From an optimization exercise on the open Yosys and OpenROAD flow, aimed at small area; shortcuts taken in it are not production practice.
In this exercise RTL edits were held to simulation tests only and were not proved equivalent to the original.
Power is estimated from default activity; no workload was simulated.

--- design/flow/run.sh ---
#!/bin/bash
# synth_recipe.tcl (not shown) runs the flow's synth.tcl, then flattens the netlist and writes it again
# the make line also repeats each setting of config.mk as NAME=value (left out here)
make -C /OpenROAD-flow-scripts/flow DESIGN_CONFIG=/design/flow/config.mk WORK_HOME=/design/flow/orfs CLKGATE_MAP_FILE= SYNTH_SCRIPT=/design/flow/synth_recipe.tcl finish
--- design/flow/config.mk ---
export PLATFORM = sky130hd
export DESIGN_NAME = tracker_top
export DESIGN_NICKNAME = tracker_top
export VERILOG_FILES = /design/flow/design.v
export SDC_FILE = /design/flow/constraint.sdc
export NUM_CORES = 4
export LEC_CHECK = 0
export CAP_MARGIN = 20
export CORE_MARGIN = 2
export CORE_UTILIZATION = 40
export SLEW_MARGIN = 20
--- design/flow/constraint.sdc ---
create_clock -name core_clock -period 10.0 [get_ports {clk_65mhz}]
set_input_delay 2.0000 -clock core_clock [delete_from_list [all_inputs] [get_ports {clk_65mhz}]]
set_output_delay 2.0000 -clock core_clock [all_outputs]
set_load 0.01 [all_outputs]
--- design/flow/design.v ---
package tracker_pkg;
    typedef logic [10:0] h_pos_t;
    typedef logic [9:0]  v_pos_t;
    typedef logic [11:0] rgb_t;   
    localparam h_pos_t H_ACTIVE = 11'd1024;
    localparam h_pos_t H_FRONT  = 11'd24;
    localparam h_pos_t H_SYNC   = 11'd136;
    localparam h_pos_t H_BACK   = 11'd160;
    localparam h_pos_t H_TOTAL  = H_ACTIVE + H_FRONT + H_SYNC + H_BACK;   
    localparam v_pos_t V_ACTIVE = 10'd768;
    localparam v_pos_t V_FRONT  = 10'd3;
    localparam v_pos_t V_SYNC   = 10'd6;
    localparam v_pos_t V_BACK   = 10'd29;
    localparam v_pos_t V_TOTAL  = V_ACTIVE + V_FRONT + V_SYNC + V_BACK;   
    localparam h_pos_t CAM_H = 11'd640;
    localparam v_pos_t CAM_V = 10'd480;
    localparam h_pos_t BALL_H_LO   = 11'd20;
    localparam h_pos_t BALL_H_HI   = 11'd319;
    localparam h_pos_t TGT_H_LO    = 11'd320;
    localparam h_pos_t TGT_H_HI    = 11'd639;
    localparam v_pos_t REGION_V_LO = 10'd50;
    localparam v_pos_t REGION_V_HI = 10'd400;
    localparam v_pos_t DEADBAND = 10'd2;   
    localparam int SUM_BITS = 27;   
    typedef logic [SUM_BITS-1:0] sum_t;
    localparam int CNT_BITS = 17;
    typedef logic [CNT_BITS-1:0] count_t;
endpackage
`timescale 1ns/1ps
module raster_timing (
    input  logic                clk_65mhz,
    input  logic                rst_n,
    output tracker_pkg::h_pos_t hcount,
    output tracker_pkg::v_pos_t vcount,
    output logic                hsync,
    output logic                vsync,
    output logic                blank
);
    localparam tracker_pkg::h_pos_t HS_START = tracker_pkg::H_ACTIVE + tracker_pkg::H_FRONT;
    localparam tracker_pkg::h_pos_t HS_END   = HS_START + tracker_pkg::H_SYNC;
    localparam tracker_pkg::v_pos_t VS_START = tracker_pkg::V_ACTIVE + tracker_pkg::V_FRONT;
    localparam tracker_pkg::v_pos_t VS_END   = VS_START + tracker_pkg::V_SYNC;
    tracker_pkg::h_pos_t h_next;
    tracker_pkg::v_pos_t v_next;
    logic   line_end;
    always_comb begin
        line_end = (hcount == tracker_pkg::H_TOTAL - 1'b1);
        h_next   = line_end ? '0 : hcount + 1'b1;
        if (!line_end)
            v_next = vcount;
        else if (vcount == tracker_pkg::V_TOTAL - 1'b1)
            v_next = '0;   
        else
            v_next = vcount + 1'b1;
    end
    always_ff @(posedge clk_65mhz or negedge rst_n) begin
        if (!rst_n) begin
            hcount <= '0;
            vcount <= '0;
            hsync  <= 1'b0;
            vsync  <= 1'b0;
            blank  <= 1'b0;
        end else begin
            hcount <= h_next;
            vcount <= v_next;
            hsync  <= (h_next >= HS_START) && (h_next < HS_END);
            vsync  <= (v_next >= VS_START) && (v_next < VS_END);
            blank  <= (h_next >= tracker_pkg::H_ACTIVE) || (v_next >= tracker_pkg::V_ACTIVE);
        end
    end
endmodule
`timescale 1ns/1ps
module color_filter #(
    parameter logic [3:0] R_LO = 4'd8,
    parameter logic [3:0] R_HI = 4'd15,
    parameter logic [3:0] G_LO = 4'd0,
    parameter logic [3:0] G_HI = 4'd5,
    parameter logic [3:0] B_LO = 4'd0,
    parameter logic [3:0] B_HI = 4'd5
) (
    input  logic                clk_65mhz,
    input  logic                rst_n,
    input  tracker_pkg::rgb_t   pixel_rgb,
    input  tracker_pkg::h_pos_t pixel_h,
    input  tracker_pkg::v_pos_t pixel_v,
    output logic                hit,
    output tracker_pkg::h_pos_t hit_h,
    output tracker_pkg::v_pos_t hit_v
);
    tracker_pkg::h_pos_t     h_d1;   
    tracker_pkg::v_pos_t     v_d1;
    logic [3:0] r, g, b;
    logic       in_cam;
    logic       match;
    assign r = pixel_rgb[11:8];
    assign g = pixel_rgb[7:4];
    assign b = pixel_rgb[3:0];
    assign in_cam = (h_d1 < tracker_pkg::CAM_H) && (v_d1 < tracker_pkg::CAM_V);   
    assign match  = (r >= R_LO) && (r <= R_HI) && (g >= G_LO) && (g <= G_HI) &&
                    (b >= B_LO) && (b <= B_HI);
    always_ff @(posedge clk_65mhz) begin
        h_d1  <= pixel_h;
        v_d1  <= pixel_v;
        hit_h <= h_d1;
        hit_v <= v_d1;
    end
    always_ff @(posedge clk_65mhz or negedge rst_n) begin
        if (!rst_n)
            hit <= 1'b0;
        else
            hit <= in_cam && match;
    end
endmodule
`timescale 1ns/1ps
module centroid_accumulator #(
    parameter int POS_BITS = 11
) (
    input  logic clk_65mhz,
    input  logic rst_n,
    input  logic frame_done,
    input  logic sample,
    input  logic [POS_BITS-1:0] pos,
    output logic ready,
    output logic [POS_BITS-1:0] avg
);
    localparam int CNT_BITS  = tracker_pkg::CNT_BITS;
    localparam int ITER_BITS = $clog2(tracker_pkg::SUM_BITS + 1);
    localparam logic [ITER_BITS-1:0] LAST_ITER = ITER_BITS'(tracker_pkg::SUM_BITS - 1);
    tracker_pkg::sum_t                 sum_acc;   
    tracker_pkg::count_t               cnt_acc;
    logic                 busy;
    logic                 div_zero;   
    logic [ITER_BITS-1:0] iter;
    tracker_pkg::count_t               rem;
    tracker_pkg::count_t               divisor;
    tracker_pkg::sum_t                 quo;   
    logic [CNT_BITS:0]    trial;
    logic                 take;
    tracker_pkg::sum_t                 quo_next;
    always_comb begin
        trial    = {rem, quo[tracker_pkg::SUM_BITS-1]};
        take     = (trial >= {1'b0, divisor});
        quo_next = {quo[tracker_pkg::SUM_BITS-2:0], take};
    end
    always_ff @(posedge clk_65mhz or negedge rst_n) begin
        if (!rst_n) begin
            sum_acc  <= '0;
            cnt_acc  <= '0;
            busy     <= 1'b0;
            div_zero <= 1'b0;
            iter     <= '0;
            ready    <= 1'b0;
        end else begin
            ready <= 1'b0;
            if (frame_done) begin
                sum_acc  <= '0;
                cnt_acc  <= '0;
                busy     <= 1'b1;
                div_zero <= (cnt_acc == '0);
                iter     <= '0;
            end else begin
                if (sample) begin
                    sum_acc <= sum_acc + tracker_pkg::sum_t'(pos);
                    cnt_acc <= cnt_acc + 1'b1;
                end
                if (busy) begin
                    iter <= iter + 1'b1;
                    if (iter == LAST_ITER) begin
                        busy  <= 1'b0;
                        ready <= 1'b1;   
                    end
                end
            end
        end
    end
    always_ff @(posedge clk_65mhz) begin
        if (frame_done) begin
            quo     <= sum_acc;
            divisor <= cnt_acc;
            rem     <= '0;
        end else if (busy) begin
            quo <= quo_next;
            rem <= take ? tracker_pkg::count_t'(trial - {1'b0, divisor}) : tracker_pkg::count_t'(trial);
            if (iter == LAST_ITER)
                avg <= div_zero ? '0 : quo_next[POS_BITS-1:0];
        end
    end
endmodule
`timescale 1ns/1ps
module tracking_controller (
    input  logic                clk_65mhz,
    input  logic                rst_n,
    input  tracker_pkg::h_pos_t hcount,
    input  tracker_pkg::v_pos_t vcount,
    input  logic                hit,
    input  tracker_pkg::h_pos_t hit_h,
    input  tracker_pkg::v_pos_t hit_v,
    input  logic                ball_h_ready,
    input  logic                ball_v_ready,
    input  logic                tgt_h_ready,
    input  logic                tgt_v_ready,
    input  tracker_pkg::h_pos_t ball_h_avg,
    input  tracker_pkg::v_pos_t ball_v_avg,
    input  tracker_pkg::h_pos_t tgt_h_avg,
    input  tracker_pkg::v_pos_t tgt_v_avg,
    output logic                ball_hit,
    output logic                target_hit,
    output logic                frame_done,
    output tracker_pkg::h_pos_t ball_h,
    output tracker_pkg::v_pos_t ball_v,
    output tracker_pkg::h_pos_t target_h,
    output tracker_pkg::v_pos_t target_v,
    output logic                result_valid,
    output logic                ball_low,
    output logic                ball_high,
    output logic                ball_centered
);
    logic in_rows;
    logic all_ready;
    logic below;
    logic above;
    assign in_rows    = (hit_v >= tracker_pkg::REGION_V_LO) && (hit_v <= tracker_pkg::REGION_V_HI);
    assign ball_hit   = hit && in_rows && (hit_h >= tracker_pkg::BALL_H_LO) && (hit_h <= tracker_pkg::BALL_H_HI);
    assign target_hit = hit && in_rows && (hit_h >= tracker_pkg::TGT_H_LO) && (hit_h <= tracker_pkg::TGT_H_HI);
    assign all_ready = ball_h_ready && ball_v_ready && tgt_h_ready && tgt_v_ready;
    assign below = (tgt_v_avg + tracker_pkg::DEADBAND) < ball_v_avg;
    assign above = (ball_v_avg + tracker_pkg::DEADBAND) < tgt_v_avg;
    always_ff @(posedge clk_65mhz or negedge rst_n) begin
        if (!rst_n) begin
            frame_done    <= 1'b0;
            ball_h        <= '0;
            ball_v        <= '0;
            target_h      <= '0;
            target_v      <= '0;
            result_valid  <= 1'b0;
            ball_low      <= 1'b0;
            ball_high     <= 1'b0;
            ball_centered <= 1'b0;
        end else begin
            frame_done   <= (hcount == '0) && (vcount == '0);   
            result_valid <= all_ready;
            if (all_ready) begin
                ball_h        <= ball_h_avg;
                ball_v        <= ball_v_avg;
                target_h      <= tgt_h_avg;
                target_v      <= tgt_v_avg;
                ball_low      <= below;
                ball_high     <= above;
                ball_centered <= !below && !above;
            end
        end
    end
endmodule
`timescale 1ns/1ps
module overlay_mixer #(
    parameter int BOX_RADIUS = 15
) (
    input  logic                clk_65mhz,
    input  logic                rst_n,
    input  tracker_pkg::h_pos_t hcount,
    input  tracker_pkg::v_pos_t vcount,
    input  logic                hsync,
    input  logic                vsync,
    input  logic                blank,
    input  tracker_pkg::rgb_t   pixel_rgb,
    input  logic                hit,
    input  tracker_pkg::h_pos_t ball_h,
    input  tracker_pkg::v_pos_t ball_v,
    input  tracker_pkg::h_pos_t target_h,
    input  tracker_pkg::v_pos_t target_v,
    input  logic                show_mask,
    input  logic                show_markers,
    output logic [3:0]          vga_r,
    output logic [3:0]          vga_g,
    output logic [3:0]          vga_b,
    output logic                vga_hs,
    output logic                vga_vs
);
    tracker_pkg::h_pos_t h1, h2;
    tracker_pkg::v_pos_t v1, v2;
    logic   hs1, hs2, vs1, vs2, bl1, bl2;
    tracker_pkg::rgb_t   rgb2;   
    tracker_pkg::rgb_t   cam_px;
    tracker_pkg::rgb_t   px;
    function automatic logic on_outline(input tracker_pkg::h_pos_t h, input tracker_pkg::v_pos_t v,
                                        input tracker_pkg::h_pos_t ch, input tracker_pkg::v_pos_t cv);
        int dh;
        int dv;
        dh = int'(h) - int'(ch);
        dv = int'(v) - int'(cv);
        dh = (dh < 0) ? -dh : dh;
        dv = (dv < 0) ? -dv : dv;
        on_outline = (dh <= BOX_RADIUS) && (dv <= BOX_RADIUS) &&
               ((dh == BOX_RADIUS) || (dv == BOX_RADIUS));
    endfunction
    assign cam_px = ((h2 < tracker_pkg::CAM_H) && (v2 < tracker_pkg::CAM_V)) ? rgb2 : '0;
    always_comb begin
        if (show_mask && hit)
            px = 12'h0F0;
        else if (show_markers && on_outline(h2, v2, ball_h, ball_v))
            px = 12'hF00;
        else if (show_markers && on_outline(h2, v2, target_h, target_v))
            px = 12'h00F;
        else
            px = cam_px;
    end
    always_ff @(posedge clk_65mhz) begin
        h1   <= hcount;
        v1   <= vcount;
        h2   <= h1;
        v2   <= v1;
        rgb2 <= pixel_rgb;
    end
    always_ff @(posedge clk_65mhz or negedge rst_n) begin
        if (!rst_n) begin
            {hs1, vs1, bl1} <= 3'b000;
            {hs2, vs2, bl2} <= 3'b000;
            {vga_r, vga_g, vga_b} <= '0;
            vga_hs <= 1'b1;   
            vga_vs <= 1'b1;
        end else begin
            {hs1, vs1, bl1} <= {hsync, vsync, blank};
            {hs2, vs2, bl2} <= {hs1, vs1, bl1};
            {vga_r, vga_g, vga_b} <= bl2 ? 12'h000 : px;
            vga_hs <= ~hs2;
            vga_vs <= ~vs2;
        end
    end
endmodule
`timescale 1ns/1ps
module tracker_top #(
    parameter logic [3:0] R_LO       = 4'd8,
    parameter logic [3:0] R_HI       = 4'd15,
    parameter logic [3:0] G_LO       = 4'd0,
    parameter logic [3:0] G_HI       = 4'd5,
    parameter logic [3:0] B_LO       = 4'd0,
    parameter logic [3:0] B_HI       = 4'd5,
    parameter int         BOX_RADIUS = 15
) (
    input  logic                clk_65mhz,
    input  logic                rst_n,
    input  tracker_pkg::rgb_t   pixel_rgb,   
    input  logic                show_mask,
    input  logic                show_markers,
    output tracker_pkg::h_pos_t pixel_h,
    output tracker_pkg::v_pos_t pixel_v,
    output logic [3:0]          vga_r,
    output logic [3:0]          vga_g,
    output logic [3:0]          vga_b,
    output logic                vga_hs,
    output logic                vga_vs,
    output tracker_pkg::h_pos_t ball_h,
    output tracker_pkg::v_pos_t ball_v,
    output tracker_pkg::h_pos_t target_h,
    output tracker_pkg::v_pos_t target_v,
    output logic                result_valid,
    output logic                ball_low,
    output logic                ball_high,
    output logic                ball_centered
);
    logic   hsync, vsync, blank;
    logic   hit;
    tracker_pkg::h_pos_t hit_h;
    tracker_pkg::v_pos_t hit_v;
    logic   ball_hit, target_hit, frame_done;
    logic   ball_h_ready, ball_v_ready, tgt_h_ready, tgt_v_ready;
    tracker_pkg::h_pos_t ball_h_avg, tgt_h_avg;
    tracker_pkg::v_pos_t ball_v_avg, tgt_v_avg;
    raster_timing raster0 (.clk_65mhz, .rst_n, .hcount(pixel_h), .vcount(pixel_v),
                           .hsync, .vsync, .blank);
    color_filter #(.R_LO(R_LO), .R_HI(R_HI), .G_LO(G_LO), .G_HI(G_HI),
                   .B_LO(B_LO), .B_HI(B_HI)) filter0 (
        .clk_65mhz, .rst_n, .pixel_rgb, .pixel_h, .pixel_v, .hit, .hit_h, .hit_v);
    centroid_accumulator #(.POS_BITS(11)) ball_h_acc (.clk_65mhz, .rst_n, .frame_done,
        .sample(ball_hit), .pos(hit_h), .ready(ball_h_ready), .avg(ball_h_avg));
    centroid_accumulator #(.POS_BITS(10)) ball_v_acc (.clk_65mhz, .rst_n, .frame_done,
        .sample(ball_hit), .pos(hit_v), .ready(ball_v_ready), .avg(ball_v_avg));
    centroid_accumulator #(.POS_BITS(11)) tgt_h_acc (.clk_65mhz, .rst_n, .frame_done,
        .sample(target_hit), .pos(hit_h), .ready(tgt_h_ready), .avg(tgt_h_avg));
    centroid_accumulator #(.POS_BITS(10)) tgt_v_acc (.clk_65mhz, .rst_n, .frame_done,
        .sample(target_hit), .pos(hit_v), .ready(tgt_v_ready), .avg(tgt_v_avg));
    tracking_controller ctrl0 (
        .clk_65mhz, .rst_n, .hcount(pixel_h), .vcount(pixel_v), .hit, .hit_h, .hit_v,
        .ball_h_ready, .ball_v_ready, .tgt_h_ready, .tgt_v_ready,
        .ball_h_avg, .ball_v_avg, .tgt_h_avg, .tgt_v_avg,
        .ball_hit, .target_hit, .frame_done,
        .ball_h, .ball_v, .target_h, .target_v,
        .result_valid, .ball_low, .ball_high, .ball_centered);
    overlay_mixer #(.BOX_RADIUS(BOX_RADIUS)) mixer0 (
        .clk_65mhz, .rst_n, .hcount(pixel_h), .vcount(pixel_v),
        .hsync, .vsync, .blank, .pixel_rgb, .hit,
        .ball_h, .ball_v, .target_h, .target_v, .show_mask, .show_markers,
        .vga_r, .vga_g, .vga_b, .vga_hs, .vga_vs);
endmodule
==> results.txt <==
## per-layer routing
metal | routed length (µm) | up-vias | track usage
met5 | 0 | - | 0
met4 | 2040 | 0 | 0.0538
met3 | 2340 | 110 | 0.0253
met2 | 35100 | 282 | 0.283
met1 | 35900 | 11659 | 0.237
li1 | - | 12226 | -
## sequential cells by signal, indices dropped and copies added, names as in the netlist, 27 cells and up
register / cells
ball_h_acc.quo: 27
ball_h_acc.sum_acc: 27
ball_v_acc.quo: 27
ball_v_acc.sum_acc: 27
tgt_h_acc.quo: 27
tgt_h_acc.sum_acc: 27
tgt_v_acc.quo: 27
tgt_v_acc.sum_acc: 27
## cells in the mapped netlist, types with 7 or more instances
| library cell | number | area share |
|---|---|---|
| o31ai_1 | 8 | 0.0018 |
| nor2b_1 | 59 | 0.011 |
| a31oi_1 | 16 | 0.0029 |
| a211o_1 | 8 | 0.0021 |
| xor2_1 | 120 | 0.031 |
| dfrtp_1 | 298 | 0.22 |
| and4b_1 | 7 | 0.0021 |
| nand4b_1 | 10 | 0.0026 |
| o21bai_1 | 26 | 0.0057 |
| a21boi_0 | 10 | 0.0022 |
| o21a_1 | 20 | 0.0044 |
| nor3_1 | 48 | 0.0070 |
| nor2_1 | 323 | 0.036 |
| edfxtp_1 | 218 | 0.19 |
| o21ai_0 | 154 | 0.023 |
| dfxtp_1 | 122 | 0.072 |
| a311oi_1 | 18 | 0.0046 |
| nand3_1 | 79 | 0.012 |
| nand4_1 | 68 | 0.012 |
| a21o_1 | 57 | 0.013 |
| nand2b_1 | 24 | 0.0044 |
| or4_1 | 8 | 0.0018 |
| and2_1 | 16 | 0.0029 |
| a21oi_1 | 172 | 0.025 |
| ha_1 | 196 | 0.072 |
| or3_1 | 28 | 0.0051 |
| xnor2_1 | 127 | 0.033 |
| o21ai_1 | 7 | 0.0010 |
| mux2_2 | 109 | 0.036 |
| inv_1 | 239 | 0.026 |
| nor4_1 | 28 | 0.0051 |
| o2111ai_1 | 11 | 0.0028 |
| o211ai_1 | 28 | 0.0062 |
| clkbuf_1 | 110 | 0.012 |
| mux2i_1 | 41 | 0.012 |
| a211oi_1 | 66 | 0.015 |
| nand2_1 | 324 | 0.036 |
| fa_1 | 12 | 0.0070 |
| nor3b_1 | 14 | 0.0031 |
| nand3b_1 | 8 | 0.0018 |
| or2_2 | 12 | 0.0022 |
| and3_1 | 51 | 0.0093 |
## metrics by stage
stage	instance area, µm²	hold WS [ns]	worst slack (ns)
after floorplan	34100	0.310	6.44
after global placement	36300	0.312	5.93
after detailed placement	36300	0.314	5.89
after CTS	38600	0.328	6.05
after global routing	38600	0.330	5.74
final	38600	0.326	6.00
## worst paths after layout
check	start	endpoint	slack (ns)	depth (start not counted)
worst max-delay path	mixer0.h2[0]	mixer0.vga_b[1]	6.00	14
min in group asynchronous	rst_n	ctrl0.ball_high	1.45	1
worst min register to register	mixer0.h1[6]	mixer0.h2[6]	0.33	0
max in group asynchronous	rst_n	ctrl0.frame_done	7.05	2
worst min-delay path	mixer0.h1[6]	mixer0.h2[6]	0.33	0
worst max register to register	mixer0.h2[0]	mixer0.vga_b[1]	6.00	14
## final cells by class
| type | count | area, µm² | share of cell area |
|---|---|---|---|
| clock buffer | 101 | 2000 | 0.0519 |
| sequential | 640 | 16500 | 0.427 |
| tap | 1144 | 1430 | 0.0371 |
| inverter | 239 | 897 | 0.0232 |
| clock inverter | 31 | 284 | 0.00735 |
| multi-input combinational | 2402 | 16300 | 0.422 |
| timing repair buffer | 121 | 1210 | 0.0314 |
## cells in the final DEF (no fill, tap or decap), types with 51 or more instances in the layout
cell type / n
nand2_1: 324
nor2_1: 323
dfrtp_1: 297
inv_1: 237
edfxtp_1: 218
ha_1: 196
a21oi_1: 172
o21ai_0: 153
xnor2_1: 127
dfxtp_1: 122
xor2_1: 120
mux2_2: 109
clkdlybuf4s50_1: 95
nand3_1: 79
clkbuf_16: 74
nand4_1: 68
a211oi_1: 66
nor2b_1: 59
a21o_1: 57
and3_1: 51
## where the power goes
group / internal [mW] / total [mW] / switching, mW / leakage [nW]
sequential: 2.70 / 2.70 / 0.00213 / 6.41
clock: 1.47 / 2.56 / 1.10 / 1.12
combinational: 0.0134 / 0.0449 / 0.0314 / 8.47
## cell families (layout without fill, tap and decap cells)
| kind of cell | after synthesis | count (layout) | synth area share |
|---|---|---|---|
| mux | 150 | 150 | 0.0480 |
| compound gates | 674 | 674 | 0.129 |
| buf+inv | 358 | 492 | 0.0396 |
| flops | 640 | 640 | 0.483 |
| simple gates | 1123 | 1123 | 0.158 |
| fa+ha+maj | 208 | 208 | 0.0789 |
| xor+xnor | 247 | 247 | 0.0634 |
==> flow_summary.json <==
{
  "status": "timing/DRC/antenna clean",
  "ant_nets": 0,
  "antenna_cells": 0,
  "worst_pin_slew_ns": 1.11,
  "synth_edf_count": 218,
  "critPathLaunchType": "flop",
  "dp_cells": 4545,
  "drc_errors": 0,
  "path_buf_inv": 2,
  "crit_path_cell_trace": "inv_1, ha_1, inv_1, fa_1, a21oi_1, o21ai_1, xnor2_1, nand4_1, or3_1, o41a_1, o21ai_0, and4b_1, nand2b_1, a21oi_1",
  "fillers": 7962,
  "cts_tree": "built",
  "cts.repair.resized": 0,
  "worstPathRequired_ns": 10.49,
  "viasPerCell": 5.19,
  "yosysUniqueCellTypes": 83,
  "skew_ns": 0.0223,
  "port_buffers": 96,
  "row_count": 107,
  "clockBufferDepth": 3,
  "clk_pin_slew_ns": 0.07,
  "critPathTopFamily": "simple AND/OR/NAND/NOR gates",
  "hold_buffers": 0,
  "hold_viol_final": 0,
  "p_per_area_nw_per_um2": 137,
  "synth_nets": 3624,
  "yosysWarningCount": 6,
  "path_max_fanout": 6,
  "slew_headroom": 0.259,
  "p_leak_nw": 16.0,
  "drive_above_1_share": 0.0818,
  "seq_area_frac_synth": 0.483,
  "max_freq_mhz": 250,
  "die_area_um2": 87700,
  "final_cells": 4678,
  "track_usage": 0.173,
  "tns_ns": 0,
  "fin_nets": 3699,
  "overflow": 0,
  "wl_mm": 75.4,
  "critPathSlowestCell": "or3_1",
  "antenna_found_initial": 1,
  "grt_pass1_vias": 23440,
  "synth_area_um2": 34100,
  "ys_ff_latch": 640,
  "area_growth_pct": 13.2,
  "dpl.hpwl_mm": 51.4,
  "gp_congestion": 0.890,
  "hold_class": "flop to flop",
  "insertion_delay_ns": 0.62,
  "htree_levels": 3,
  "cts_root_buf": "clkbuf_16",
  "crit_arrival_ns": 4.49,
  "drt_first_pass_iters": 7,
  "start_util": 0.402,
  "routedWlPerCell_um": 16.1,
  "drt_iter0_drc": 1433,
  "utilization": 0.455,
  "cts_buffers": 71,
  "cts_sinks": 640,
  "cap_violations": 0,
  "die_width_um": 296,
  "synthFlopType": "dfrtp_1",
  "synthCells": 3400,
  "grt_max_degree": 208,
  "report.final.slew_viol_count": 0,
  "syn_area_per_cell_um2": 10.0,
  "ir_worst_vdd_mv": 0.128,
  "core-area_um2": 84900,
  "end_kind": "flop",
  "postCtsSetupBuffers": 0,
  "period_share": 0.400,
  "finalPower_mw": 5.31,
  "cpPeakStageDelay_ns": 0.45,
  "chipHeight_um": 296,
  "rsz0062_at_grt": "false",
  "boundaryPins": 97,
  "layout_min_cycle_time_ns": 4.00,
  "grt_pass1_wl_mm": 124,
  "vias": 24277,
  "crit_type": "flop to flop",
  "synth-async-reset-ratio": 0.469,
  "setup_viol_count_final": 0
}

[re-timing with driven ports]
The results above use ideal ports. As a check the final layout listed here was re-extracted and re-timed, cells and wires unchanged. Step 1 sets driving cells, clkbuf_16 on the clock port and buf_2 on the other inputs (assumed; they add their load-dependent delay and slew). Step 2 also shifts input and output timing later by t, the mid clock arrival at the registers, as if the neighbouring blocks saw the same clock. Slacks: ideal / step 1 / step 2; pairs: ideal / step 1.
t, ns: 0.678
setup WS [ns]: 5.998 / 5.998 / 5.801
hold WS [ns]: 0.326 / 0.326 / 0.326
After both steps setup and hold are still met in this run. For this run, drivers alone change the setup slack by 0.000 ns; drivers and shift together by -0.197 ns.
